Context: an optimization exercise on an open-source flow, tuned for small area, a short achievable clock period and few clock cycles per item. The choices shown serve that exercise and are no tape-out recipe. Where RTL was checked, it was by simulation tests only, not by an equivalence proof against the original. The RTL of runs 5 and 6 was laid out without a check of its function.

==> flow/design.v (outline; a module is shown in full before it is edited, if it fits) <==
// module idct_coef_ring: 41 lines
// module idct_sequencer: 100 lines
// module idct_rowdot: 1620 lines
// module idct_coldot: 1873 lines
// module idct_top: 100 lines
module idct_top (
	input logic Clock,
	input logic Resetn,
	input logic start,
	input logic coef_we,
	input logic [5:0] coef_addr,
	input logic [15:0] coef_data_in,
	output logic pixel_valid,
	output logic [5:0] pixel_index,
	output logic [7:0] pixel_value,
	output logic busy,
	output logic done
);
  // ...
==> flow/run.sh <==
#!/bin/bash
# synth_recipe.tcl (not shown) runs the flow's synth.tcl, then flattens the netlist and writes it again
# the make line also repeats each setting of config.mk as NAME=value (left out here)
make -C /OpenROAD-flow-scripts/flow DESIGN_CONFIG=/design/flow/config.mk WORK_HOME=/design/flow/orfs CLKGATE_MAP_FILE= SYNTH_SCRIPT=/design/flow/synth_recipe.tcl finish
==> flow/config.mk <==
export PLATFORM = sky130hd
export DESIGN_NAME = idct_top
export DESIGN_NICKNAME = idct_top
export VERILOG_FILES = /design/flow/design.v
export SDC_FILE = /design/flow/constraint.sdc
export NUM_CORES = 4
export LEC_CHECK = 0
export CAP_MARGIN = 20
export CORE_MARGIN = 2
export CORE_UTILIZATION = 40
export CTS_CLUSTER_DIAMETER = 150
export CTS_CLUSTER_SIZE = 30
export SLEW_MARGIN = 20
==> flow/constraint.sdc <==
create_clock -name core_clock -period 11.0 [get_ports {Clock}]
set_input_delay 2.2000 -clock core_clock [delete_from_list [all_inputs] [get_ports {Clock}]]
set_output_delay 2.2000 -clock core_clock [all_outputs]
set_load 0.01 [all_outputs]
==> run summary, run 1 <==
- In this run, post-CTS hold repair placed 0 buffers.
- The critical path required time is 11,630 ps.
- The number of flops mapped to enable cells by yosys is 0.
- The run finished with no timing, DRC or antenna violations.
- In this run the deepest clock path goes through 3 buffers.
- Across the routed clock network, the largest skew measured is 45.28 ps.
- The portion of the layout cell area used by non-clock buffers is 1.258%.
- The count of cells along the worst hold path is 0.
- On the worst path, the slowest cell contributes a delay of 750 ps.
- The highest net fanout along the worst path is 8.
- The simple-gate area share of the yosys netlist is 5.657%.
- During synthesis, Yosys emitted a total of 6 warnings.
- Setup total negative slack on the finished layout was measured at 0 ps.
- The uppermost metal layer occupied by signal nets is met4.
- At the later pin of the worst-skew pair, clock insertion delay measures 750 ps.
- met2 is the most crowded layer.
- Of the post-synthesis cell area, the part taken by muxes is 5.526%.
- Of the cells placed in the final design, the portion with a size suffix greater than 1 is 3.099%.
- The final-report hold violation count is 0.
- The number of storage elements in the synthesis netlist is 1,700.
- The critical path capture point type is a register.
- In the final layout, flip-flops and latches take up 39.93% of the cell area.
- The count of buffers added on input and output ports is 42.
- The wire length on met2 is 104.4 mm.
- The total overflow reported by the global router is 0.
- The starting density of the core is 40.23%.
- The most common library cell in the layout ignoring fill and taps is dfxtp_1.
- The clock transition at the registers of the reported paths is 120 ps.
- The first detailed-routing pass took 8 iterations.
- The layout has 118 buffers outside the clock class.
- The normalized max-slew margin is 26.98%.
- The cell group occupying the most layout area is multi-input combinational cells.
Testbench counts, summed over its fixed seeds: cycles 13,848, blocks 96.
==> module idct_coef_ring, before the edit <==
module idct_coef_ring (
	input logic Clock,
	input logic wr_en,
	input logic [2:0] wr_pos,
	input logic [2:0] wr_slot,
	input logic [15:0] wr_data,
	output logic [127:0] head
);
	logic [1023:0] ring;
	logic [1023:0] shifted;
	logic [127:0] wrapped;
	logic [1023:0] pol;
	logic [1023:0] ring_true;
	always_comb begin
		for (int p = 0; p < 8; p++) begin
			pol[p*128 +: 128] = {128{p[0]}};
		end
	end
	assign ring_true = ring ^ pol;
	assign head = ring[127:0];
	assign wrapped[0*16 +: 16] = ring_true[0*16 +: 16];
	assign wrapped[3*16 +: 16] = ring_true[1*16 +: 16];
	assign wrapped[6*16 +: 16] = ring_true[2*16 +: 16];
	assign wrapped[7*16 +: 16] = ~ring_true[3*16 +: 16];
	assign wrapped[4*16 +: 16] = ~ring_true[4*16 +: 16];
	assign wrapped[1*16 +: 16] = ~ring_true[5*16 +: 16];
	assign wrapped[2*16 +: 16] = ~ring_true[6*16 +: 16];
	assign wrapped[5*16 +: 16] = ~ring_true[7*16 +: 16];
	assign shifted = {wrapped, ring_true[1023:128]};
	always_ff @(posedge Clock) begin
		for (int p = 0; p < 8; p++) begin
			for (int s = 0; s < 8; s++) begin
				if (wr_en && (wr_pos == 3'(p)) && (wr_slot == 3'(s))) begin
					ring[p*128 + s*16 +: 16] <= wr_data ^ {16{p[0]}};
				end else begin
					ring[p*128 + s*16 +: 16] <= shifted[p*128 + s*16 +: 16] ^ {16{p[0]}};
				end
			end
		end
	end
endmodule
==> run 2, diff against run 1 <==
--- a/flow/design.v
+++ b/flow/design.v
@@ -98,29 +98,21 @@
 	logic [1023:0] shifted;
 	logic [127:0] wrapped;
-	logic [1023:0] pol;
-	logic [1023:0] ring_true;
-	always_comb begin
-		for (int p = 0; p < 8; p++) begin
-			pol[p*128 +: 128] = {128{p[0]}};
-		end
-	end
-	assign ring_true = ring ^ pol;
 	assign head = ring[127:0];
-	assign wrapped[0*16 +: 16] = ring_true[0*16 +: 16];
-	assign wrapped[3*16 +: 16] = ring_true[1*16 +: 16];
-	assign wrapped[6*16 +: 16] = ring_true[2*16 +: 16];
-	assign wrapped[7*16 +: 16] = ~ring_true[3*16 +: 16];
-	assign wrapped[4*16 +: 16] = ~ring_true[4*16 +: 16];
-	assign wrapped[1*16 +: 16] = ~ring_true[5*16 +: 16];
-	assign wrapped[2*16 +: 16] = ~ring_true[6*16 +: 16];
-	assign wrapped[5*16 +: 16] = ~ring_true[7*16 +: 16];
-	assign shifted = {wrapped, ring_true[1023:128]};
+	assign wrapped[0*16 +: 16] = ring[0*16 +: 16];
+	assign wrapped[3*16 +: 16] = ring[1*16 +: 16];
+	assign wrapped[6*16 +: 16] = ring[2*16 +: 16];
+	assign wrapped[7*16 +: 16] = ~ring[3*16 +: 16];
+	assign wrapped[4*16 +: 16] = ~ring[4*16 +: 16];
+	assign wrapped[1*16 +: 16] = ~ring[5*16 +: 16];
+	assign wrapped[2*16 +: 16] = ~ring[6*16 +: 16];
+	assign wrapped[5*16 +: 16] = ~ring[7*16 +: 16];
+	assign shifted = {wrapped, ring[1023:128]};
 	always_ff @(posedge Clock) begin
 		for (int p = 0; p < 8; p++) begin
 			for (int s = 0; s < 8; s++) begin
 				if (wr_en && (wr_pos == 3'(p)) && (wr_slot == 3'(s))) begin
-					ring[p*128 + s*16 +: 16] <= wr_data ^ {16{p[0]}};
+					ring[p*128 + s*16 +: 16] <= wr_data;
 				end else begin
-					ring[p*128 + s*16 +: 16] <= shifted[p*128 + s*16 +: 16] ^ {16{p[0]}};
+					ring[p*128 + s*16 +: 16] <= shifted[p*128 + s*16 +: 16];
 				end
 			end
--- a/flow/config.mk
+++ b/flow/config.mk
@@ -6,8 +6,7 @@
 export NUM_CORES = 4
 export LEC_CHECK = 0
+export ABC_CLOCK_PERIOD_IN_PS = 4000
 export CAP_MARGIN = 20
 export CORE_MARGIN = 2
 export CORE_UTILIZATION = 40
-export CTS_CLUSTER_DIAMETER = 150
-export CTS_CLUSTER_SIZE = 30
 export SLEW_MARGIN = 20
==> run 2 against run 1 <==
  * Area after synthesis rose by 1.9%
  * Setup slack improved by 150 ps
  * Register-to-register slack gained 150 ps
  * Wire length shrank 1.5%
  * Sequential share of layout area is 2.5 points lower
==> run summary, run 2 <==
- The post-route setup TNS came to 0 ps (unchanged).
- The count of different cell masters after synthesis is 75.
- The number of global-route vias before repair was 49,280.
- The setup clock skew after layout is 89.65 ps (+44.37 ps).
- The detailed router's first-iteration violation count is 2,774.
- The proportion of register bits with asynchronous set or reset after synthesis is 1.529%.
- The number of buffers on the longest clock path is 3 (unchanged).
- The critical path capture point type is a register.
- The clock network latency to the later pin of the worst-skew pair is 880 ps (+130 ps).
- The area of the placeable core is 0.2040 mm2.
- The HPWL after detailed placement is 166.1 mm.
- Once the clock tree was built, the setup fixing pass inserted 0 buffers.
- The total of hold buffers inserted after clock tree synthesis came to 0 (unchanged).
- In the final layout, flip-flops and latches occupy 0.03418 mm2.
- The final-report hold violation count was 0 (unchanged).
- Dividing the detail-routed wire length by the instance count gives 22.45 um.
- The normalized max-slew margin is 29.22% (+2.2 points).
- After detailed routing, the wire length on met1 is 98.98 mm.
- After detailed routing, the met3 layer carries 8.477 mm of wire.
- The critical path required time is 11,670 ps (+40 ps).
- The routability-driven placement congestion ratio is 0.9709.
- The largest registers in the layout are i_ring.ring (1024), sr (154), i_col.ct_r6 (127).
- Max-cap violations in this run came to 0.
- The die is 456.3 um wide.
- The average cell area after synthesis is 11.88 um2.
- dfxtp_1 takes more of the synthesized area than any other cell.
- Prior to clock tree synthesis, the placed netlist has a worst setup slack of 6428 ps.
- The most common library cell in the layout ignoring fill and taps is dfxtp_1.
- The number of warnings reported in the yosys synthesis log is 6 (unchanged).
- For this design the top-level I/O count stands at 43.
- The area of combinational cells with multiple inputs is 0.04091 mm2.
- TritonCTS built the clock tree.
- The number of flops mapped to enable cells by yosys is 0 (unchanged).
- The number of CTS-inserted buffers is 174.
- The total count of max-transition violations in the final report came to 0.
- The wire length on met2 is 104.4 mm (about the same).
- The share of post-route cells with drive strength above 1 came to 19.21% (+16 points).
- The cell area after synthesis is 0.08182 mm2.
- In this run the cell area measured after placement is 0.08520 mm2.
- The total of buffers placed on input and output ports is 42 (unchanged).
- Hold timing on the final database bottoms out at a slack of 328.4 ps.
- The number of iterations in the first detailed-routing pass is 6 (-2).
- The actual transition at the worst max-transition pin is 1058 ps.
- The detail route stage leaves a number of antenna-violating nets equal to 0.
- The die outline area is 0.2082 mm2.
- After detailed routing, the number of remaining DRC violations is 0.
- The cell count after synthesis is 6,888.
- Once placement completed, the tool counted placed cells totaling 9,424.
- Summing all non-filler instances in the final layout gives an area of 0.09136 mm2.
- The register with the most flip-flops in the layout has 1,024 of them.
- Setup repair after global routing left no endpoint under its margin.
- The highest net fanout along the worst path was 8 (unchanged).
- The starting density of the core is 40.12% (-0.11 points).
- The final critical-path required period is 4408 ps.
- The top cell type's share of synthesized area is 40.96%.
- The number of storage elements in the synthesis netlist was 1,700 (unchanged).
- The total number of vias is 45,870.
- The most used flip-flop cell after synthesis is dfxtp_1.
- For this block, the routed nets add up to 218.7 mm of wire.
- After layout, the worst setup slack is 6592 ps.
- The launching element type of the critical path is a register.
- The die is 456.3 um tall.
- The run finished with no timing, DRC or antenna violations.
- The number of antenna violations at the first check in global routing came to 5.
- The part of the cycle the worst path needs is 40.07%.
- After floorplanning, the core was divided into 166 placement rows.
- The master cell of the clock root buffer is clkbuf_16.
- The critical path data arrival time is 5080 ps.
- The layout has 18,850 filler cells.
- dfxtp_1 is the most common cell in the netlist.
- Entering global routing, the biggest net connects 225 pins.
- Sequential elements use 41.76% of the synthesized area.
- The number of H-tree branching levels is 4.
- The total overflow reported by the global router is 0 (unchanged).
- In the routed layout, each cell is associated on average with a via count of 4.708.
- In the layout the commonest cells are 1,658 x dfxtp_1, 1,547 x inv_1, 1,075 x fa_1.
- The critical path is of the register to register type.
- Setup violations remaining at the end of the flow were counted as 0.
- The maximum clock frequency is 226.9 MHz.
- The layout net count is 8,196.
- The total number of clock tree sinks is 1,700.
- The area growth from synthesis to layout is 11.65%.
- The number of gates resized after CTS is 0.
- The total routing usage reported by global routing is 21.27%.
- The clock transition at the registers of the reported paths was 60 ps (-60 ps).
- By area the synthesized netlist is led by dfxtp_1 41%, fa_1 26%, mux2_2 13%, inv_1 7.1%, ha_1 2.8%.
- Counting every net in the synthesized netlist gives 8,172.
- The most flop-heavy register is i_ring.ring.
- The worst min-delay path category is register to register.
- The slack of the worst reg-to-reg path is 6590 ps.
- The finished layout holds 9,744 standard cells, fillers aside.
- The uppermost metal layer occupied by signal nets is met5.
- After synthesis, the most frequently instantiated cells are 1,674 x dfxtp_1, 1,547 x inv_1, 1,075 x fa_1, 956 x mux2_2, 268 x nor2_1.
- The first global-routing pass estimated 326.4 mm of wire.
run 2: changes by cell type in the layout (fill, tap and decap cells not counted), moves of 104 or more:
cell       previous run  this run
a21oi_1             672       234
mux2i_1             440         8
nor2_1              675       266
mux2_2                3       956
clkbuf_16            72       176
nand2_1             287       174
run 2: worst max-delay path, stage by stage (launching register included):
cell and delay (ps):
dfxtp_1 310, inv_1 50, fa_1 500, fa_1 520, inv_1 40, ha_1 300, and3_1 150, o21ai_0 200
a41o_1 250, o31ai_2 590, a41oi_2 270, o21ai_0 230, o311a_1 190, o211ai_1 150, nor3_4 380, a21oi_1 130
run 2: through the flow:
stage	utilization [%]
2_1_floorplan	-
6_report	44.79
3_3_place_gp	41.76
4_1_cts	44.78
5_1_grt	44.79
3_5_place_dp	41.77
run 2: final cells by class:
type / instances / share of cell area, %
multi-input combinational: 3382 / 44.78
sequential: 1700 / 37.42
inverter: 1547 / 6.356
clock buffer: 241 / 5.483
tap: 2688 / 3.681
clock inverter: 75 / 1.242
timing repair buffer: 107 / 1.024
antenna: 4 / 0.01096
run 2: final timing paths:
check / from / to / cells after the start
min: sr[5][1]$_DFF_P_ / sr[4][1]$_DFF_P_ / 0
min reg2reg: sr[5][1]$_DFF_P_ / sr[4][1]$_DFF_P_ / 0
min in group asynchronous: Resetn / i_sequencer.tau2[4]$_DFF_PN0_ / 1
max in group asynchronous: Resetn / i_sequencer.tau[0]$_DFF_PN0_ / 1
max reg2reg: i_col.ct_r6[19]$_DFF_P_ / i_col.pix[0]$_SDFF_PP0_ / 15
max: i_col.ct_r6[19]$_DFF_P_ / i_col.pix[0]$_SDFF_PP0_ / 15
run 2: routing by layer:
metal / GRT usage [%] / up-vias
met1: 28.46 / 23610
met5: 0 / -
li1: - / 21060
met3: 3.111 / 323
met4: 6.685 / 2
met2: 35.52 / 882
run 2: cell families (layout without fill, tap and decap cells):
logic type / after synthesis / count (layout) / share of synthesized area (%)
buffers and inverters: 1806 / 1970 / 8.285
DFF: 1700 / 1700 / 41.76
adders and majority gates: 1258 / 1258 / 29.10
muxes: 965 / 965 / 13.28
and+or+nand+nor: 577 / 577 / 3.032
AOI/OAI and AO/OA: 468 / 468 / 3.314
xor gates and xnor gates: 114 / 114 / 1.229
other: 0 / 4 / 0
Testbench counts of run 2, summed over its fixed seeds: cycles 13,848, blocks 96.
==> run 3, diff against run 2 <==
--- a/flow/design.v
+++ b/flow/design.v
@@ -98,21 +98,29 @@
 	logic [1023:0] shifted;
 	logic [127:0] wrapped;
+	logic [1023:0] pol;
+	logic [1023:0] ring_true;
+	always_comb begin
+		for (int p = 0; p < 8; p++) begin
+			pol[p*128 +: 128] = {128{p[0]}};
+		end
+	end
+	assign ring_true = ring ^ pol;
 	assign head = ring[127:0];
-	assign wrapped[0*16 +: 16] = ring[0*16 +: 16];
-	assign wrapped[3*16 +: 16] = ring[1*16 +: 16];
-	assign wrapped[6*16 +: 16] = ring[2*16 +: 16];
-	assign wrapped[7*16 +: 16] = ~ring[3*16 +: 16];
-	assign wrapped[4*16 +: 16] = ~ring[4*16 +: 16];
-	assign wrapped[1*16 +: 16] = ~ring[5*16 +: 16];
-	assign wrapped[2*16 +: 16] = ~ring[6*16 +: 16];
-	assign wrapped[5*16 +: 16] = ~ring[7*16 +: 16];
-	assign shifted = {wrapped, ring[1023:128]};
+	assign wrapped[0*16 +: 16] = ring_true[0*16 +: 16];
+	assign wrapped[3*16 +: 16] = ring_true[1*16 +: 16];
+	assign wrapped[6*16 +: 16] = ring_true[2*16 +: 16];
+	assign wrapped[7*16 +: 16] = ~ring_true[3*16 +: 16];
+	assign wrapped[4*16 +: 16] = ~ring_true[4*16 +: 16];
+	assign wrapped[1*16 +: 16] = ~ring_true[5*16 +: 16];
+	assign wrapped[2*16 +: 16] = ~ring_true[6*16 +: 16];
+	assign wrapped[5*16 +: 16] = ~ring_true[7*16 +: 16];
+	assign shifted = {wrapped, ring_true[1023:128]};
 	always_ff @(posedge Clock) begin
 		for (int p = 0; p < 8; p++) begin
 			for (int s = 0; s < 8; s++) begin
 				if (wr_en && (wr_pos == 3'(p)) && (wr_slot == 3'(s))) begin
-					ring[p*128 + s*16 +: 16] <= wr_data;
+					ring[p*128 + s*16 +: 16] <= wr_data ^ {16{p[0]}};
 				end else begin
-					ring[p*128 + s*16 +: 16] <= shifted[p*128 + s*16 +: 16];
+					ring[p*128 + s*16 +: 16] <= shifted[p*128 + s*16 +: 16] ^ {16{p[0]}};
 				end
 			end
==> flow/flow/run.sh (new file) <==
#!/bin/bash
# Standard synthesis; then the inverters that synthesis leaves between full
# adders are removed (flow/fixinv.py flips adders, a full adder being
# self-dual); then the standard layout, with timing repair aimed at
# flow/margin.txt ns of setup slack.
set -euo pipefail
MARGIN=$(cat flow/margin.txt)
R=orfs/results/${FLOW_PLATFORM}/idct_top/base
bash standard.sh synth > synth.log 2>&1
python3 flow/fixinv.py $R/1_2_yosys.v $R/1_2_yosys_fixinv.v > fixinv.log 2>&1
cp $R/1_2_yosys.v $R/1_2_yosys_orig.v
cp $R/1_2_yosys_fixinv.v $R/1_2_yosys.v
rm -f $R/1_synth.odb $R/1_synth.sdc
bash standard.sh SETUP_SLACK_MARGIN=$MARGIN finish > layout.log 2>&1
==> flow/flow/fixinv.py (new file) <==
#!/usr/bin/env python3
"""Remove inverters around full adders in a flat Yosys netlist.

A full adder is self-dual: FA(~a, ~b, ~c) = (~sum, ~cout). Each fa cell may
therefore be "flipped" (fed the complements of its inputs, producing the
complements of its outputs) without changing the circuit's function. This
chooses flips that minimise the number of inverters needed, then rewires the
netlist: every signal keeps its driver, loads that need its complement share
one inverter. Usage: fixinv.py IN.v OUT.v
"""
import re
import sys
from collections import defaultdict

INV = re.compile(r"sky130_fd_sc_hd__(inv|clkinv)_\d+$")
FA = re.compile(r"sky130_fd_sc_hd__fa_\d+$")
OUTPINS = {"X", "Y", "Q", "Q_N", "SUM", "COUT", "HI", "LO"}

src = open(sys.argv[1]).read()
m = re.search(r"\bmodule\s+(\w+)\s*\((.*?)\);(.*)\bendmodule", src, re.S)
head_name, port_list, body = m.group(1), m.group(2), m.group(3)

# split body into statements
stmts = [s.strip() for s in body.split(";")]
decls = []
insts = []  # (type, name, {pin: net})
assigns = []
inst_re = re.compile(r"^(\S+)\s+(\S+)\s*\((.*)\)$", re.S)
pin_re = re.compile(r"\.(\w+)\s*\(\s*([^()]*?)\s*\)")
for s in stmts:
    if not s:
        continue
    if re.match(r"^(input|output|inout|wire|reg)\b", s):
        decls.append(s)
    elif s.startswith("assign"):
        assigns.append(s)
    else:
        mm = inst_re.match(s)
        if not mm:
            raise SystemExit(f"cannot parse: {s[:200]}")
        pins = dict(pin_re.findall(mm.group(3)))
        insts.append([mm.group(1), mm.group(2), pins])

ports = set()
for d in decls:
    if re.match(r"^(input|output|inout)\b", d):
        for n in re.findall(r"([A-Za-z_\\][\w$\\.\[\]]*)\s*$", d):
            ports.add(n)
        # vectors: port name is the last token
port_names = set()
for d in decls:
    mm = re.match(r"^(input|output|inout)\s+(\[[^\]]*\]\s*)?(\S+)$", d)
    if mm:
        port_names.add(mm.group(3))


def is_port_net(n):
    base = re.sub(r"\s*\[\d+\]$", "", n)
    return base in port_names


# nets named in assigns are treated as fixed (not rewired)
assign_nets = set()
for a in assigns:
    for n in re.findall(r"([A-Za-z_\\][\w$\\.]*(?:\s*\[\d+\])?)", a[6:]):
        assign_nets.add(n.strip())

driver = {}
loads = defaultdict(list)  # net -> [(inst index, pin)]
for i, (t, name, pins) in enumerate(insts):
    for p, n in pins.items():
        if not n:
            continue
        if p in OUTPINS:
            driver[n] = (i, p)
        else:
            loads[n].append((i, p))

is_inv = [bool(INV.match(t)) for t, _, _ in insts]
is_fa = [bool(FA.match(t)) for t, _, _ in insts]

# canonical root and polarity of each net
root = {}


def find(n):
    if n in root:
        return root[n]
    d = driver.get(n)
    if d is not None and is_inv[d[0]]:
        a = insts[d[0]][2]["A"]
        r, pol = find(a)
        root[n] = (r, pol ^ 1)
    else:
        root[n] = (n, 0)
    return root[n]


allnets = set(driver) | set(loads)
for n in allnets:
    find(n)

classes = defaultdict(list)  # root -> nets
for n, (r, pol) in root.items():
    classes[r].append(n)

# a class is fixed if any of its nets is a port, in an assign, or a constant
fixed_class = set()
for r, nets in classes.items():
    for n in nets:
        if is_port_net(n) or n in assign_nets or n.startswith("1'b") or "'" in n:
            fixed_class.add(r)
            break
    if r not in driver:
        fixed_class.add(r)

# flippable FAs: all pins on non-fixed classes
flippable = []
for i in range(len(insts)):
    if not is_fa[i]:
        continue
    pins = insts[i][2]
    ok = all(p in pins and pins[p] and root[pins[p]][0] not in fixed_class
             for p in ("A", "B", "CIN", "SUM", "COUT"))
    if ok:
        flippable.append(i)
flip = defaultdict(int)
fl_set = set(flippable)

# demands per class: list of (inst, pin, polarity wrt root value)
demands = defaultdict(list)
for n, ls in loads.items():
    r, pol = root[n]
    for (i, p) in ls:
        if is_inv[i]:
            continue
        demands[r].append((i, p, pol))
src_fa = {}
for r in classes:
    d = driver.get(r)
    if d is not None and is_fa[d[0]]:
        src_fa[r] = d[0]


def cost(r):
    if r in fixed_class:
        return 0
    s = flip[src_fa[r]] if r in src_fa else 0
    for (i, p, pol) in demands[r]:
        q = pol ^ (flip[i] if (is_fa[i] and i in fl_set) else 0)
        if q ^ s:
            return 1
    return 0


touch = defaultdict(set)  # FA -> classes affected
for i in flippable:
    for p in ("A", "B", "CIN", "SUM", "COUT"):
        touch[i].add(root[insts[i][2][p]][0])

before = sum(cost(r) for r in classes)
improved = True
passes = 0
while improved and passes < 50:
    improved = False
    passes += 1
    for i in flippable:
        cs = touch[i]
        c0 = sum(cost(r) for r in cs)
        flip[i] ^= 1
        c1 = sum(cost(r) for r in cs)
        if c1 < c0:
            improved = True
        else:
            flip[i] ^= 1
after = sum(cost(r) for r in classes)
sys.stderr.write(f"fixinv: {len(flippable)} flippable adders, inverters {before} -> {after} "
                 f"({sum(is_inv)} inverter cells before), {passes} passes\n")

# rebuild: drop inverters of non-fixed classes, rewire loads
keep = [True] * len(insts)
new_insts = []
for r, nets in classes.items():
    if r in fixed_class:
        continue
    for n in nets:
        d = driver.get(n)
        if d is not None and is_inv[d[0]]:
            keep[d[0]] = False
    s = flip[src_fa[r]] if r in src_fa else 0
    need_inv = False
    inv_net = None
    for (i, p, pol) in demands[r]:
        q = pol ^ (flip[i] if (is_fa[i] and i in fl_set) else 0)
        if q ^ s:
            need_inv = True
    if need_inv:
        # reuse a net name that was an inverted copy, else make one
        cands = [n for n in nets if root[n][1] == 1]
        inv_net = cands[0] if cands else None
        if inv_net is None:
            inv_net = f"_fixinv_{len(new_insts)}_"
            decls.append(f"wire {inv_net}")
        new_insts.append(["sky130_fd_sc_hd__inv_1", f"_fixinv_i{len(new_insts)}_",
                          {"A": r, "Y": inv_net}])
    for (i, p, pol) in demands[r]:
        q = pol ^ (flip[i] if (is_fa[i] and i in fl_set) else 0)
        insts[i][2][p] = inv_net if (q ^ s) else r

def fmt(n):
    return n + " " if n.startswith("\\") else n


out = [f"module {head_name}({port_list});"]
for d in decls:
    out.append(f"  {d} ;")
for a in assigns:
    out.append(f"  {a} ;")
for k, (t, name, pins) in enumerate(insts):
    if not keep[k]:
        continue
    ps = ", ".join(f".{p}({fmt(n)})" for p, n in pins.items())
    out.append(f"  {t} {name} ({ps});")
for t, name, pins in new_insts:
    ps = ", ".join(f".{p}({fmt(n)})" for p, n in pins.items())
    out.append(f"  {t} {name} ({ps});")
out.append("endmodule")
open(sys.argv[2], "w").write("\n".join(out) + "\n")
==> flow/flow/margin.txt (new file) <==
0
==> flow/standard.sh (new file) <==
#!/bin/bash
# synth_recipe.tcl (not shown) runs the flow's synth.tcl, then flattens the netlist and writes it again
# the make line also repeats each setting of config.mk as NAME=value (left out here)
make -C /OpenROAD-flow-scripts/flow DESIGN_CONFIG=/design/flow/config.mk WORK_HOME=/design/flow/orfs CLKGATE_MAP_FILE= SYNTH_SCRIPT=/design/flow/synth_recipe.tcl "${@:-finish}"
--- a/flow/config.mk
+++ b/flow/config.mk
@@ -6,7 +6,8 @@
 export NUM_CORES = 4
 export LEC_CHECK = 0
-export ABC_CLOCK_PERIOD_IN_PS = 4000
 export CAP_MARGIN = 20
 export CORE_MARGIN = 2
 export CORE_UTILIZATION = 40
+export CTS_CLUSTER_DIAMETER = 150
+export CTS_CLUSTER_SIZE = 24
 export SLEW_MARGIN = 20
removed: flow/run.sh
==> run 3 against run 2 <==
  * Sequential cell count unchanged
  * Register-to-register slack improved by 200 ps
  * Die area decreased by 6.2%
  * Critical path type unchanged
==> run summary, run 3 <==
- The run finished with no timing, DRC or antenna violations.
- The clock transition at the registers of the reported paths is 110 ps (+50 ps).
- The number of buffer and inverter stages on the critical path is 3 (+1).
- The total of buffers placed on input and output ports came to 42 (unchanged).
- The clock network latency to the later pin of the worst-skew pair is 750 ps (-130 ps).
- The critical path is of the register to register type.
- The flip-flop count of the largest register after layout is 1,024 (unchanged).
- The detailed router's first-iteration violation count is 3,413 (+23%).
- The stage delay of the slowest cell on the critical path is 710 ps (+120 ps).
- The total overflow reported by the global router is 0 (unchanged).
- The actual transition at the worst max-transition pin is 1109 ps (+51.64 ps).
- The total number of clock tree sinks is 1,700 (unchanged).
- The family of cells with the greatest summed delay on the critical path is adder cells.
- The worst min-delay path category is register to register.
- The library cells used most frequently in the layout, excluding fill and tap cells, are 1,658 x dfxtp_1, 1,075 x fa_1, 677 x nor2_1.
- The final hold slack came to 346.1 ps (+17.67 ps).
- The number of warnings reported in the yosys synthesis log is 6 (unchanged).
- The number of CTS-inserted buffers is 82 (-53%).
- The detailed-route DRC error count came to 0 (unchanged).
- The first-pass GRT wire length was 314.6 mm (-3.6%).
- The largest net degree at the start of global routing came to 221 (-1.8%).
- Setup repair after global routing left no endpoint under its margin.
- The chip width is 441.9 um (-3.1%).
- The cell row count was 160 (-3.6%).
- The routability-driven placement congestion ratio is 0.9928 (+2.3%).
- The number of iterations in the first detailed-routing pass is 5 (-1).
- TritonCTS built the clock tree.
- The count of nets left with antenna violations after detail routing was 0 (unchanged).
- The total routing usage reported by global routing came to 21.85% (+0.58 points).
- The critical path data arrival time is 4810 ps (-270 ps).
- The share of post-route cells with drive strength above 1 is 3.649% (-16 points).
- The critical path capture point type is a register.
- The area of the placeable core was 0.1904 mm2 (-6.7%).
- The part of the cycle the worst path needs is 38.24% (-1.8 points).
- The I/O pin count is 43 (unchanged).
- The most flop-heavy register is i_ring.ring.
- The count of max-cap constraint violations was 0 (unchanged).
- The vertical die dimension is 441.9 um (-3.1%).
- The post-route setup TNS is 0 ps (unchanged).
- The HPWL after detailed placement is 162.1 mm (-2.4%).
- The total number of vias is 44,670 (-2.6%).
- The synthesized net count is 7,826 (-4.2%).
- The final-report hold violation count came to 0 (unchanged).
- The number of H-tree branching levels is 3 (-1).
- The worst setup path is launched from a register.
- The maximum clock frequency is 237.7 MHz (+4.8%).
- The die outline area came to 0.1953 mm2 (-6.2%).
- The library cell used most frequently in the layout, excluding fill and tap cells, is dfxtp_1.
- The final critical-path required period is 4207 ps (-201.2 ps).
- The average cell area after synthesis is 11.73 um2 (-1.3%).
- The highest net fanout along the worst path is 6 (-2).
- The cell count after synthesis was 6,542 (-5.0%).
- The starting density of the core came to 40.30% (+0.18 points).
- Among all stages on the critical path, the largest delay is contributed by dfxtp_1.
- The layout net count is 7,708 (-6.0%).
- The master cell of the clock root buffer is clkbuf_16.
- The post-CTS setup-driven buffer insertion count was 0 (unchanged).
- The total of hold buffers inserted after clock tree synthesis was 0 (unchanged).
- The detail-routed net length per standard cell is 23.77 um (+5.9%).
- The number of gates resized after CTS is 0 (unchanged).
- The total detailed-routing wirelength is 212.9 mm (-2.7%).
- The critical path required time came to 11,610 ps (-60 ps).
- The number of vias per cell after detailed routing is 4.989 (+6.0%).
- The setup clock skew after layout is 34.57 ps (-55.08 ps).
- The number of global-route vias before repair is 46,270 (-6.1%).
- The total count of max-transition violations in the final report is 0 (unchanged).
- The normalized max-slew margin is 25.86% (-3.4 points).
- The number of buffers on the longest clock path is 3 (unchanged).
- In this design, the critical path's most frequently occurring cell is fa_1.
- The number of antenna violations at the first check in global routing is 7 (+2).
- Traced cell by cell, the critical path runs through inv_1 -> fa_1 -> fa_1 -> inv_1 -> fa_1 -> fa_1 -> fa_1 -> inv_1 -> fa_1.
- The number of setup violations in the final report is 0 (unchanged).
- The area growth from synthesis to layout is 7.078%.
- The cell area after synthesis is 0.07671 mm2 (-6.2%).
- In the final layout, the registers with the most flip-flops are i_ring.ring (1024), sr (154), i_col.ct_r6 (127).
==> run 3: metal layers <==
metal  global-route usage [%]  routed length [um]  vias up
met1                    29.83               95060    22790
met3                    3.744               10950      312
met4                    6.769                7494        6
met5                        0                  40        -
met2                    35.46               99310     1171
li1                         -                   -    20390
==> run 3: area by class of cell <==
class / count / area (um2)
flip-flops and latches: 1700 / 34190
clock buffers: 90 / 2082
diodes: 3 / 7.507
inverters: 595 / 2233
clock inverters: 10 / 177.7
multi-input cells: 3925 / 39200
repair buffers: 120 / 1116
well taps: 2511 / 3142
fillers: 17650 / 108200
==> run 3: through the flow <==
step	worst slack (ps)	utilization, %	cells	instance area, um2
after floorplan	7169	-	6542	76710
after global placement	6830	41.84	8843	79660
after detailed placement	6804	41.88	8845	79730
after CTS	6801	43.07	8945	81990
after global routing	6639	43.14	8952	82140
final	6793	43.15	8954	82150
==> run 3: final timing paths <==
check | from | endpoint | slack, ps | depth (start not counted)
hold reg to reg | sr[6][4]$_DFF_P_ | sr[5][4]$_DFF_P_ | 350 | 0
setup reg to reg | i_ring.ring[52]$_DFF_P_ | i_row.rt_r6[70]$_DFF_P_ | 6790 | 9
min in group asynchronous | Resetn | i_sequencer.tau2[3]$_DFF_PN0_ | 1870 | 2
setup / recovery | i_ring.ring[52]$_DFF_P_ | i_row.rt_r6[70]$_DFF_P_ | 6790 | 9
max in group asynchronous | Resetn | i_sequencer.tau[0]$_DFF_PN0_ | 8790 | 2
hold / removal | sr[6][4]$_DFF_P_ | sr[5][4]$_DFF_P_ | 350 | 0
==> run 3: worst reg2reg max path, cell delays in order (launching register included) <==
cell and delay, ps:
dfxtp_1 710, inv_1 300, fa_1 490, fa_1 500
inv_1 60, fa_1 440, fa_1 540, fa_1 520
inv_1 50, fa_1 470
Testbench counts of run 3, summed over its fixed seeds: cycles 13,848, blocks 96.
==> run 4, diff against run 3 <==
==> flow/flow/margin.txt (replaced) <==
6.8
==> run 4 against run 3 <==
  * Still clean on timing, DRC and antenna
  * Sequential cell count is the same
  * Design area rose by 0.16%
  * Die area stayed put
  * Clock skew up 14 ps
  * Critical path depth is the same
  * Global-route usage grew 0.13 points
  * Critical endpoint unchanged
==> run summary, run 4 <==
- The end point of the worst hold path is sr[2][21]$_DFF_P_.
- Setup repair after global routing could not meet its margin everywhere.
- The post-route setup TNS is 0 ps (unchanged).
- The final-report hold violation count is 0 (unchanged).
- The largest net degree at the start of global routing is 224 (+1.4%).
- The min-delay analysis places its worst path in the category register to register.
- Compared with the post-synthesis result, the final layout area differs by 7.245%.
- The chip width is 441.9 um (unchanged).
- STA classifies the critical path endpoint as a register.
- The cell count after synthesis is 6,542 (unchanged).
- The clock transition at the registers of the reported paths came to 110 ps (about the same).
- The first-pass GRT wire length is 317.4 mm (+0.91%).
- The path type of the worst setup path is register to register.
- The count of nets left with antenna violations after detail routing is 0 (unchanged).
- The startpoint identified for the worst register-to-register timing path is i_ring.ring[52]$_DFF_P_.
- The detail-routed net length per standard cell is 23.86 um (+0.39%).
- In the layout the commonest cells are 1,651 x dfxtp_1, 1,075 x fa_1, 677 x nor2_1.
- The number of standard cells in the layout, taps in and fillers out came to 8,957 (+0.034%).
- The total number of vias is 44,680 (+0.027%).
- The setup clock skew after layout came to 48.65 ps (+14.08 ps).
- The flow ran to the end and the layout has no timing, DRC or antenna violations.
- The maximum clock frequency was 244.3 MHz (+2.8%).
- The HPWL after detailed placement was 162.9 mm (+0.49%).
- The highest net fanout along the worst path came to 6 (unchanged).
- The starting density of the core came to 40.30% (unchanged).
- The cell area after synthesis is 0.07671 mm2 (unchanged).
- The total overflow reported by the global router is 0 (unchanged).
- The largest registers in the layout are i_ring.ring (1024), sr (154), i_col.ct_r6 (127).
- The number of buffers on the longest clock path is 3 (unchanged).
- The total detailed-routing wirelength is 213.8 mm (+0.42%).
- The layout net count is 7,715 (+0.091%).
- The flip-flop count of the largest register after layout is 1,024 (unchanged).
- The slack of the critical path came to 6906 ps (+113.0 ps).
- Ranked by flip-flop count, first place goes to i_ring.ring.
- The root buffer cell chosen for the clock tree is clkbuf_16.
- The number of setup violations in the final report is 0 (unchanged).
- The worst-case setup slack after placement was 6821 ps (+17.24 ps).
- The die outline area is 0.1953 mm2 (unchanged).
- The share of post-route cells with drive strength above 1 is 3.988% (+0.34 points).
- The area of combinational cells with multiple inputs is 0.03923 mm2 (about the same).
- The TritonCTS clock tree is done.
- The part of the cycle the worst path needs is 37.21% (-1.0 points).
- The number of warnings reported in the yosys synthesis log is 6 (unchanged).
- The placed standard-cell area is 0.07978 mm2 (about the same).
- The depth of the worst register-to-register path is 9 (unchanged).
- The register cell area after layout came to 0.03419 mm2 (about the same).
- The most common library cell in the layout ignoring fill and taps is dfxtp_1.
- The synthesized net count is 7,826 (unchanged).
- The number of CTS-inserted buffers is 82 (unchanged).
- The number of iterations in the first detailed-routing pass was 5 (unchanged).
- The normalized max-slew margin was 26.81% (+0.95 points).
- The area of all placed cells without fillers is 0.08227 mm2 (+0.16%).
- The critical path data arrival time is 4810 ps (about the same).
- The detailed-route DRC error count is 0 (unchanged).
- The I/O pin count was 43 (unchanged).
- The average cell area after synthesis came to 11.73 um2 (unchanged).
- The total count of max-transition violations in the final report came to 0 (unchanged).
- The reg-to-reg endpoint is i_row.rt_r6[70]$_DFF_P_.
- The count of cells along the worst hold path is 0 (unchanged).
- The count of max-cap constraint violations is 0 (unchanged).
- The number of antenna violations at the first check in global routing came to 4 (-3).
- The final critical-path required period came to 4094 ps (-113.0 ps).
- The detailed router's first-iteration violation count was 3,316 (-2.8%).
- The clock network latency to the later pin of the worst-skew pair is 780 ps (+30 ps).
- The number of vias per cell after detailed routing came to 4.988 (about the same).
- The vertical die dimension is 441.9 um (unchanged).
- The worst setup path is launched from a register.
- The number of H-tree branching levels was 3 (unchanged).
- The slack of the worst reg-to-reg path came to 6910 ps (+110 ps).
- The filler cell count in the final layout is 17,680 (+0.16%).
- The count of placed standard cells including taps was 8,852 (+0.079%).
- The total routing usage reported by global routing is 21.97% (+0.13 points).
- The startpoint identified for the worst hold timing path is sr[3][21]$_DFF_P_.
- The area of the placeable core is 0.1904 mm2 (unchanged).
- The cell row count is 160 (unchanged).
- The routability-driven placement congestion ratio is 0.9813 (-1.2%).
- The critical path required time is 11,710 ps (+100 ps).
- The total of buffers placed on input and output ports is 42 (unchanged).
- The actual transition at the worst max-transition pin is 1095 ps (-14.21 ps).
- The total number of clock tree sinks is 1,700 (unchanged).
- The number of global-route vias before repair is 46,640 (+0.81%).
[run 4: area by class of cell]
| cell class | instances | area share, % |
|---|---|---|
| Timing Repair Buffer | 127 | 1.443 |
| Multi-Input combinational cell | 3925 | 47.68 |
| Antenna cell | 1 | 0.003042 |
| Inverter | 595 | 2.715 |
| Clock inverter | 11 | 0.2616 |
| Sequential cell | 1700 | 41.56 |
| Tap cell | 2511 | 3.819 |
| Clock buffer | 87 | 2.517 |
[run 4: metrics by stage]
step / utilization, % / hold slack, ps
after floorplan: - / 330.6
after global placement: 41.85 / 333.0
after detailed placement: 41.90 / 336.2
after CTS: 43.10 / 332.6
after global routing: 43.21 / 350.4
final: 43.21 / 338.0
[run 4: worst max-delay path, stage by stage, from the launching register on]
cell and delay, ps:
dfxtp_1 640, inv_1 240, fa_1 490, fa_1 500, inv_1 60, fa_1 450
fa_1 560, fa_1 520, inv_1 60, fa_1 520
[run 4: what timing repair did]
| action | CTS | global route |
|---|---|---|
| hold buffers | 0 | 0 |
| setup buffers | 0 | 1 |
| gates resized for setup | 0 | 15 |
| endpoints found under the setup margin | 0 | 22 |
[run 4: worst max-delay path by stage]
stage	start	end	slack [ps]	cells after the start
4_1_cts	i_ring.ring[7]$_DFF_P_	i_row.rt_r6[50]$_DFF_P_	6810	9
2_1_floorplan	i_sequencer.tau[1]$_DFF_PN0_	i_col.ct_r6[46]$_DFF_P_	7170	11
3_5_place_dp	i_col.ct_r6[32]$_DFF_P_	i_col.pix[0]$_SDFF_PP0_	6820	13
6_report	i_ring.ring[52]$_DFF_P_	i_row.rt_r6[70]$_DFF_P_	6910	9
5_1_grt	i_col.ct_r6[15]$_DFF_P_	i_col.pix[3]$_SDFF_PP0_	6750	13
3_3_place_gp	i_ring.ring[7]$_DFF_P_	i_row.rt_r6[50]$_DFF_P_	6850	9
[run 4: routing by layer]
layer	global-route usage [%]	vias up	part of all wire, %
met5	0	-	0.0061
met4	6.158	2	3.0
met3	3.041	333	4.5
met2	36.47	1068	47
met1	30.05	22880	45
li1	-	20400	-
==> module idct_sequencer, before the edit <==
module idct_sequencer #(
	parameter int ROW_LAT = 2,
	parameter int COL_LAT = 2
) (
	input logic Clock,
	input logic Resetn,
	input logic start,
	input logic coef_we,
	input logic [5:0] coef_addr,
	input logic [15:0] coef_data_in,
	output logic ring_we,
	output logic [2:0] ring_pos,
	output logic [2:0] ring_slot,
	output logic [15:0] ring_data,
	output logic [5:0] tau,
	output logic hold_load,
	output logic [2:0] col_step,
	output logic pixel_valid,
	output logic [5:0] pixel_index,
	output logic busy,
	output logic done
);
	localparam int DLY = 8 + ROW_LAT + COL_LAT;
	logic we_r;
	logic [5:0] addr_r;
	logic [15:0] data_r;
	logic [5:0] tau2;
	logic armed;
	logic run;
	logic [6:0] cnt;
	logic [5:0] tau1;
	logic [5:0] tau_pix;
	logic [2:0] q1;
	logic [2:0] wu;
	logic [2:0] wn;
	logic [3:0] wmap;
	always_ff @(posedge Clock or negedge Resetn) begin
		if (!Resetn) begin
			we_r <= 1'b0;
			ring_we <= 1'b0;
		end else begin
			we_r <= coef_we && !busy;
			ring_we <= we_r;
		end
	end
	assign q1 = tau2[2:0];
	assign wu = addr_r[5:3];
	assign wn = tau2[5:3] + {2'b00, (wu < q1)};
	assign wmap = idct_pkg::wr_map(wn, addr_r[2:0]);
	always_ff @(posedge Clock) begin
		addr_r <= coef_addr;
		data_r <= coef_data_in;
		ring_pos <= wu - q1;
		ring_slot <= wmap[2:0];
		ring_data <= data_r ^ {16{wmap[3]}};
	end
	assign tau1 = tau + 6'd1;
	assign hold_load = (tau[2:0] == 3'(7 + ROW_LAT));
	assign col_step = tau[2:0] - 3'(ROW_LAT);
	assign tau_pix = tau1 - 6'(DLY);
	always_ff @(posedge Clock or negedge Resetn) begin
		if (!Resetn) begin
			tau <= '0;
			tau2 <= 6'd2;
			armed <= 1'b0;
			busy <= 1'b0;
			run <= 1'b0;
			cnt <= '0;
			done <= 1'b0;
			pixel_valid <= 1'b0;
		end else begin
			tau <= tau1;
			tau2 <= tau2 + 6'd1;
			armed <= busy;
			done <= 1'b0;
			pixel_valid <= 1'b0;
			if (!busy) begin
				if (start) begin
					busy <= 1'b1;
				end
			end else if (!run) begin
				if (armed && (tau[2:0] == 3'd0)) begin
					run <= 1'b1;
					cnt <= 7'd1;
				end
			end else begin
				cnt <= cnt + 7'd1;
				pixel_valid <= (cnt >= 7'(DLY - 1));
				if (cnt == 7'(DLY + 62)) begin
					busy <= 1'b0;
					run <= 1'b0;
					done <= 1'b1;
				end
			end
		end
	end
	always_ff @(posedge Clock) begin
		pixel_index <= {idct_pkg::jseq(tau_pix[2:0]), idct_pkg::jseq(tau_pix[5:3])};
	end
endmodule
==> run 5, diff against run 4 <==
--- a/flow/design.v
+++ b/flow/design.v
@@ -158,4 +158,8 @@
 	logic armed;
 	logic run;
+	logic waiting;
+	logic busy_i;
+	logic waiting_n;
+	logic run_n;
 	logic [6:0] cnt;
 	logic [5:0] tau1;
@@ -170,5 +174,5 @@
 			ring_we <= 1'b0;
 		end else begin
-			we_r <= coef_we && !busy;
+			we_r <= coef_we && !busy_i;
 			ring_we <= we_r;
 		end
@@ -186,7 +190,22 @@
 	end
 	assign tau1 = tau + 6'd1;
+	assign busy_i = waiting || run;
 	assign hold_load = (tau[2:0] == 3'(7 + ROW_LAT));
 	assign col_step = tau[2:0] - 3'(ROW_LAT);
 	assign tau_pix = tau1 - 6'(DLY);
+	always_comb begin
+		waiting_n = waiting;
+		run_n = run;
+		if (!busy_i) begin
+			waiting_n = start;
+		end else if (waiting) begin
+			if (armed && (tau[2:0] == 3'd0)) begin
+				waiting_n = 1'b0;
+				run_n = 1'b1;
+			end
+		end else if (cnt == 7'(DLY + 62)) begin
+			run_n = 1'b0;
+		end
+	end
 	always_ff @(posedge Clock or negedge Resetn) begin
 		if (!Resetn) begin
@@ -194,6 +213,7 @@
 			tau2 <= 6'd2;
 			armed <= 1'b0;
-			busy <= 1'b0;
+			waiting <= 1'b0;
 			run <= 1'b0;
+			busy <= 1'b0;
 			cnt <= '0;
 			done <= 1'b0;
@@ -202,24 +222,14 @@
 			tau <= tau1;
 			tau2 <= tau2 + 6'd1;
-			armed <= busy;
-			done <= 1'b0;
-			pixel_valid <= 1'b0;
-			if (!busy) begin
-				if (start) begin
-					busy <= 1'b1;
-				end
-			end else if (!run) begin
-				if (armed && (tau[2:0] == 3'd0)) begin
-					run <= 1'b1;
-					cnt <= 7'd1;
-				end
-			end else begin
+			armed <= busy_i;
+			waiting <= waiting_n;
+			run <= run_n;
+			busy <= waiting_n || run_n;
+			done <= run && (cnt == 7'(DLY + 62));
+			pixel_valid <= run && (cnt >= 7'(DLY - 1));
+			if (run) begin
 				cnt <= cnt + 7'd1;
-				pixel_valid <= (cnt >= 7'(DLY - 1));
-				if (cnt == 7'(DLY + 62)) begin
-					busy <= 1'b0;
-					run <= 1'b0;
-					done <= 1'b1;
-				end
+			end else begin
+				cnt <= 7'd1;
 			end
 		end
--- a/flow/flow/run.sh
+++ b/flow/flow/run.sh
@@ -12,3 +12,3 @@
 cp $R/1_2_yosys_fixinv.v $R/1_2_yosys.v
 rm -f $R/1_synth.odb $R/1_synth.sdc
-bash standard.sh SETUP_SLACK_MARGIN=$MARGIN finish > layout.log 2>&1
+bash standard.sh SETUP_SLACK_MARGIN=$MARGIN MATCH_CELL_FOOTPRINT=0 finish > layout.log 2>&1
==> flow/flow/margin.txt (replaced) <==
7.2
==> run 5 against run 4 <==
  * Critical path type unchanged
  * Final cell count grew 0.42%
  * Design area is 1.3% higher
  * Critical endpoint is now i_col.pix[0]$_SDFF_PP0_
  * Highest routed layer unchanged
  * Wire length decreased by 2.3%
  * First-iteration DRC count rose by 8.4%
  * Sequential cell count increased by 1
==> run summary, run 5 <==
- The I/O pin count is 43 (unchanged).
- The total detailed-routing wirelength is 208.7 mm (-2.3%).
- The number of buffer and inverter stages on the critical path is 1 (-2).
- The top cell types in the final layout, fill and taps aside, are 1,555 x dfxtp_1, 1,060 x fa_1, 664 x nor2_1.
- The critical path data arrival time came to 4610 ps (-200 ps).
- The synthesized net count is 7,813 (-0.17%).
- The normalized max-slew margin is 27.19% (+0.38 points).
- The largest net degree at the start of global routing came to 210 (-6.3%).
- The critical path required time was 11,630 ps (-80 ps).
- The HPWL after detailed placement was 158.3 mm (-2.8%).
- The first-pass GRT wire length is 310.7 mm (-2.1%).
- The part of the cycle the worst path needs is 36.23% (-0.98 points).
- The count of nets left with antenna violations after detail routing is 0 (unchanged).
- The maximum clock frequency came to 250.9 MHz (+2.7%).
- The count of placed standard cells including taps is 8,826 (-0.29%).
- The number of buffers on the longest clock path is 3 (unchanged).
- The area growth from synthesis to layout is 8.681%.
- The total overflow reported by the global router came to 0 (unchanged).
- The vertical die dimension is 441.9 um (about the same).
- The clock network latency to the later pin of the worst-skew pair is 770 ps (about the same).
- The number of iterations in the first detailed-routing pass is 5 (unchanged).
- The count of max-cap constraint violations is 0 (unchanged).
- The number of H-tree branching levels came to 3 (unchanged).
- The number of antenna violations at the first check in global routing is 2 (-2).
- The average cell area after synthesis is 11.75 um2 (+0.16%).
- The die outline area is 0.1952 mm2 (about the same).
- The signal on the critical path passes through inv_1 -> fa_1 -> fa_1 -> ha_1 -> a21oi_2 -> nor2b_1 -> o41ai_4 -> a311oi_2 -> o31ai_2 -> o21ai_1 -> xor2_1 -> or4_4 -> o21a_1.
- The worst-case setup slack after placement is 6703 ps (-118.1 ps).
- The area of the placeable core came to 0.1904 mm2 (unchanged).
- The total routing usage reported by global routing is 21.34% (-0.63 points).
- Setup repair after global routing could not meet its margin everywhere.
- The final hold slack was 333.1 ps (-4.856 ps).
- In this run the worst hold path is classified as register to register.
- The detailed router's first-iteration violation count is 3,595 (+8.4%).
- The dominant cell type by count on the critical path is fa_1.
- The setup clock skew after layout came to 51.76 ps (+3.114 ps).
- The detailed-route DRC error count is 0 (unchanged).
- The stage delay of the slowest cell on the critical path is 580 ps (-60 ps).
- The path type of the worst setup path is register to register.
- The number of vias per cell after detailed routing is 4.986 (about the same).
- The flip-flop count of the largest register after layout is 1,024 (unchanged).
- The cell count after synthesis is 6,529 (-0.20%).
- i_ring.ring holds more flip-flops than any other register.
- The cell area after synthesis is 0.07669 mm2 (about the same).
- The flow ran to the end and the layout has no timing, DRC or antenna violations.
- The largest registers in the layout are i_ring.ring (1024), sr (154), i_col.ct_r6 (127).
- On the critical path, the stage with the largest delay is an instance of or4_4.
- The starting density of the core is 40.28% (about the same).
- The total of buffers placed on input and output ports was 42 (unchanged).
- The total number of vias came to 44,850 (+0.37%).
- The most common library cell in the layout ignoring fill and taps is dfxtp_1.
- The number of standard cells in the layout, taps in and fillers out is 8,995 (+0.42%).
- The cell row count is 160 (unchanged).
- The area of all placed cells without fillers came to 0.08334 mm2 (+1.3%).
- The worst setup path is captured at a register.
- The total count of max-transition violations in the final report was 0 (unchanged).
- The total number of clock tree sinks is 1,701 (+0.059%).
- The placed standard-cell area is 0.07963 mm2 (-0.18%).
- The number of global-route vias before repair is 46,080 (-1.2%).
- The number of CTS-inserted buffers is 82 (unchanged).
- The routability-driven placement congestion ratio is 0.9951 (+1.4%).
- The slack of the worst reg-to-reg path came to 7010 ps (+110 ps).
- The final-report hold violation count is 0 (unchanged).
- The chip width came to 441.9 um (about the same).
- The antenna diode count is 0 (-1).
- The actual transition at the worst max-transition pin is 1090 ps (-5.727 ps).
- The final critical-path required period is 3986 ps (-107.9 ps).
- The clock transition at the registers of the reported paths is 100 ps (about the same).
- STA classifies the critical path startpoint as a register.
- The share of post-route cells with drive strength above 1 was 7.542% (+3.6 points).
- The highest net fanout along the worst path is 8 (+2).
- The slack of the critical path was 7014 ps (+107.9 ps).
- The layout net count is 7,751 (+0.47%).
- The number of setup violations in the final report is 0 (unchanged).
- The final core area utilization is 43.78% (+0.56 points).
- The detail-routed net length per standard cell is 23.21 um (-2.8%).
- On the critical path the largest part of the delay comes from compound AO/OA/AOI/OAI gates.
- The TritonCTS clock tree is done.
- The post-route setup TNS is 0 ps (unchanged).
- The number of warnings reported in the yosys synthesis log is 6 (unchanged).
- The cell sitting at the root of the clock tree is a clkbuf_16.
-- run 5: final cells by class --
cell class / instances / area [um2]
clock buffers: 90 / 2103
inverters: 583 / 2218
multi-input cells: 3925 / 39610
well taps: 2511 / 3142
clock inverters: 11 / 219.0
repair buffers: 174 / 1599
fillers: 17570 / 107000
flip-flops and latches: 1701 / 34460
-- run 5: per-layer routing --
metal | vias up | share of wire [%] | GRT usage, %
met2 | 1196 | 46 | 34.35
met3 | 315 | 4.8 | 2.907
met4 | 2 | 3.4 | 6.431
met1 | 22840 | 46 | 30.01
li1 | 20490 | - | -
met5 | - | 0.0062 | 0
-- run 5: worst reg2reg max path, delay by kind of cell (launching register included) --
family | cells | cell delay (ps)
and+or+nand+nor | 2 | 690
DFF | 1 | 320
AOI/OAI and AO/OA | 6 | 1380
adders and majority gates | 3 | 1270
buffers and inverters | 1 | 50
xor gates and xnor gates | 1 | 170
-- run 5: timing repair --
action,in CTS,in global routing
setup buffers,21,43
pin swaps,19,50
resized for setup,182,99
endpoints found under the setup margin,121,55
gates cloned,0,0
hold buffers,0,0
-- run 5: worst paths after layout --
path	startpoint	end	cells after the start
worst max-delay path	i_col.ct_r6[44]$_DFF_P_	i_col.pix[0]$_SDFF_PP0_	13
worst min-delay path	sr[5][19]$_DFF_P_	sr[4][19]$_DFF_P_	0
worst max register to register	i_col.ct_r6[44]$_DFF_P_	i_col.pix[0]$_SDFF_PP0_	13
worst min register to register	sr[5][19]$_DFF_P_	sr[4][19]$_DFF_P_	0
max in group asynchronous	Resetn	i_sequencer.tau[3]$_DFF_PN0_	1
min in group asynchronous	Resetn	i_sequencer.tau2[5]$_DFF_PN0_	1
==> run 6, diff against run 5 <==
==> flow/flow/margin.txt (replaced) <==
7.5
==> run 6 against run 5 <==
  * Via count is 1.5% higher
  * Largest cell class unchanged
  * Register-to-register slack hardly changed
  * Die area stayed put
  * Critical path type unchanged
  * First-iteration DRC count is 0.64% lower
  * Area after synthesis stayed put
  * Still clean on timing, DRC and antenna
  * Critical path depth is 2 higher
==> run summary, run 6 <==
- The filler cell count in the final layout was 17,490 (-0.45%).
- The synthesized net count was 7,813 (unchanged).
- The share of post-route cells with drive strength above 1 is 13.41% (+5.9 points).
- The cell row count was 160 (unchanged).
- The number of antenna violations at the first check in global routing came to 7 (+5).
- The number of H-tree branching levels is 3 (unchanged).
- The number of warnings reported in the yosys synthesis log is 6 (unchanged).
- The vertical die dimension is 441.9 um (unchanged).
- The actual transition at the worst max-transition pin came to 1119 ps (+29.62 ps).
- The maximum clock frequency is 250.4 MHz (-0.20%).
- The layout net count was 7,831 (+1.0%).
- The critical path data arrival time is 4600 ps (about the same).
- The highest net fanout along the worst path is 8 (unchanged).
- The final hold slack came to 347.6 ps (+14.54 ps).
- The count of nets left with antenna violations after detail routing was 0 (unchanged).
- The total overflow reported by the global router is 0 (unchanged).
- The starting density of the core came to 40.28% (unchanged).
- The chip width is 441.9 um (unchanged).
- The clock network latency to the later pin of the worst-skew pair was 750 ps (-20 ps).
- TritonCTS built the clock tree.
- Setup repair after global routing could not meet its margin everywhere.
- The critical path required time is 11,600 ps (-30 ps).
- The number of CTS-inserted buffers was 82 (unchanged).
- The total of buffers placed on input and output ports is 42 (unchanged).
- The detail-routed net length per standard cell is 23.70 um (+2.1%).
- Leaving out fill and tap cells, the most frequent cell in the layout is dfxtp_1.
- The number of buffers on the longest clock path is 3 (unchanged).
- The setup clock skew after layout is 47.89 ps (-3.876 ps).
- The detailed-routing wirelength on met1 is 95.26 mm (+0.13%).
- The total of hold buffers inserted after clock tree synthesis was 0 (unchanged).
- The number of vias per cell after detailed routing is 5.010 (+0.50%).
- The normalized max-slew margin is 25.21% (-2.0 points).
- The final critical-path required period came to 3994 ps (+8.100 ps).
- The depth of the worst register-to-register path came to 15 (+2).
- Counting flops per register, the top entry is i_ring.ring.
- In the layout the commonest cells are 1,494 x dfxtp_1, 908 x fa_1, 663 x nor2_1.
- The launching element type of the critical path is a register.
- The total detailed-routing wirelength was 215.2 mm (+3.1%).
- The number of standard cells in the layout, taps in and fillers out is 9,082 (+0.97%).
- The number of global-route vias before repair is 47,290 (+2.6%).
- Compared with the post-synthesis result, the final layout area differs by 10.74%.
- The flow ran to the end and the layout has no timing, DRC or antenna violations.
- The die outline area is 0.1952 mm2 (unchanged).
- The number of setup violations in the final report is 0 (unchanged).
- The worst min-delay path category is register to register.
- The master cell of the clock root buffer is clkbuf_16.
- The detailed router's first-iteration violation count is 3,572 (-0.64%).
- The final-report hold violation count came to 0 (unchanged).
- The average cell area after synthesis is 11.75 um2 (unchanged).
- The critical path capture point type is a register.
- The total number of vias is 45,500 (+1.5%).
- The HPWL after detailed placement came to 158.0 mm (-0.24%).
- After detailed routing, no signal wire sits above met5.
- The number of iterations in the first detailed-routing pass is 6 (+1).
- The part of the cycle the worst path needs is 36.31% (+0.074 points).
- The placed standard-cell area came to 0.07972 mm2 (+0.11%).
- The I/O pin count came to 43 (unchanged).
- The total routing usage reported by global routing is 22.01% (+0.67 points).
- The count of max-cap constraint violations is 0 (unchanged).
- The total number of clock tree sinks is 1,701 (unchanged).
- The final core area utilization came to 44.61% (+0.83 points).
- The count of cells along the worst hold path came to 0 (unchanged).
- The cell count after synthesis came to 6,529 (unchanged).
- The routability-driven placement congestion ratio is 0.9832 (-1.2%).
- The cell area after synthesis is 0.07669 mm2 (unchanged).
- The largest net degree at the start of global routing is 213 (+1.4%).
- The post-route setup TNS is 0 ps (unchanged).
- The largest registers in the layout are i_ring.ring (1024), sr (154), i_col.ct_r6 (127).
- The first-pass GRT wire length is 319.5 mm (+2.8%).
- The detailed-route DRC error count was 0 (unchanged).
- The flip-flop count of the largest register after layout is 1,024 (unchanged).
- The clock transition at the registers of the reported paths is 110 ps (about the same).
- The area of all placed cells without fillers is 0.08492 mm2 (+1.9%).
- The path type of the worst setup path is register to register.
- The area of the placeable core is 0.1904 mm2 (unchanged).
- The count of placed standard cells including taps is 8,817 (-0.10%).
- The sum of met3 wire segment lengths after detailed routing is 11.05 mm (+9.6%).
- The total count of max-transition violations in the final report is 0 (unchanged).
- The wire length on met2 is 99.97 mm (+3.8%).
-- run 6: timing repair --
action                                  in CTS  in global routing
pin swaps                                  184                137
cloned                                       0                  0
setup buffers                              114                 39
hold endpoints to repair                     0                  0
endpoints found under the setup margin     169                126
gates resized for setup                    472                139
-- run 6: critical path: stages, from the launching register on --
cell,delay (ps)
dfxtp_2,330
inv_2,50
fa_2,440
fa_1,530
ha_4,320
a21oi_4,60
buf_4,140
a21oi_2,140
o41ai_2,80
buf_4,160
a311oi_4,350
o31a_1,230
o211ai_2,90
mux2i_1,130
or4_4,600
o21a_1,210
-- run 6: routing by layer --
metal	GRT usage [%]	up-vias
met4	7.833	8
met1	29.95	23260
met5	0	-
li1	-	20660
met3	3.303	355
met2	35.79	1221
-- run 6: path summary, 6_finish.rpt --
| path | from | endpoint | slack (ps) |
|---|---|---|---|
| max reg2reg | i_col.ct_r6[56]$_DFF_P_ | i_col.pix[3]$_SDFF_PP0_ | 7010 |
| min | sr[5][8]$_DFF_P_ | sr[4][8]$_DFF_P_ | 350 |
| min in group asynchronous | Resetn | i_sequencer.tau2[2]$_DFF_PN0_ | 1500 |
| max | i_col.ct_r6[56]$_DFF_P_ | i_col.pix[3]$_SDFF_PP0_ | 7010 |
| max in group asynchronous | Resetn | i_sequencer.tau[5]$_DFF_PN0_ | 8950 |
| min reg2reg | sr[5][8]$_DFF_P_ | sr[4][8]$_DFF_P_ | 350 |
-- run 6: final cells by class --
type                            count  area, um2  share of cell area, %
Antenna cell                        1      2.502               0.002947
Clock buffer                       97       2130                  2.508
Clock inverter                     10      166.4                 0.1960
Inverter                          583       2261                  2.662
Multi-Input combinational cell   3925      40310                  47.47
Sequential cell                  1701      34650                  40.80
Tap cell                         2511       3142                  3.700
Timing Repair Buffer              254       2262                  2.664
-- run 6: per-stage QoR --
stage,worst slack [ps]
after floorplan,7272
after global placement,6757
after detailed placement,6713
after CTS,7097
after global routing,6892
final,7006

static timing again, ports no longer ideal:
How much do the figures lean on ideal ports? The routed layouts below were timed once more, with nothing changed but the port constraints. Step 1, drivers: a clkbuf_16 drives Clock and a buf_2 each remaining input, both assumed. Step 2 also shifts input and output timing later by t, the mid clock arrival at the registers, as if the neighbouring blocks saw the same clock. a / b / c = no drivers / after step 1 / after step 2; a / b = the first two.
run	t (ns)	setup slack, ns	clock arrival spread, ns	worst data-port slew with drivers (ns)	pins driven straight from the clock port
run 1	0.821	6.442 / 6.442 / 6.442	0.054 / 0.054	0.07	1
run 2	0.916	6.592 / 6.592 / 6.592	0.092 / 0.093	0.03	1
run 3	0.807	6.793 / 6.793 / 6.793	0.044 / 0.045	0.13	1
run 4	0.840	6.906 / 6.860 / 6.906	0.061 / 0.061	0.11	1
run 5	0.826	7.014 / 7.014 / 7.014	0.077 / 0.077	0.09	1
run 6	0.817	7.006 / 7.006 / 7.006	0.070 / 0.069	0.08	1
After both steps every run listed still meets setup and hold.
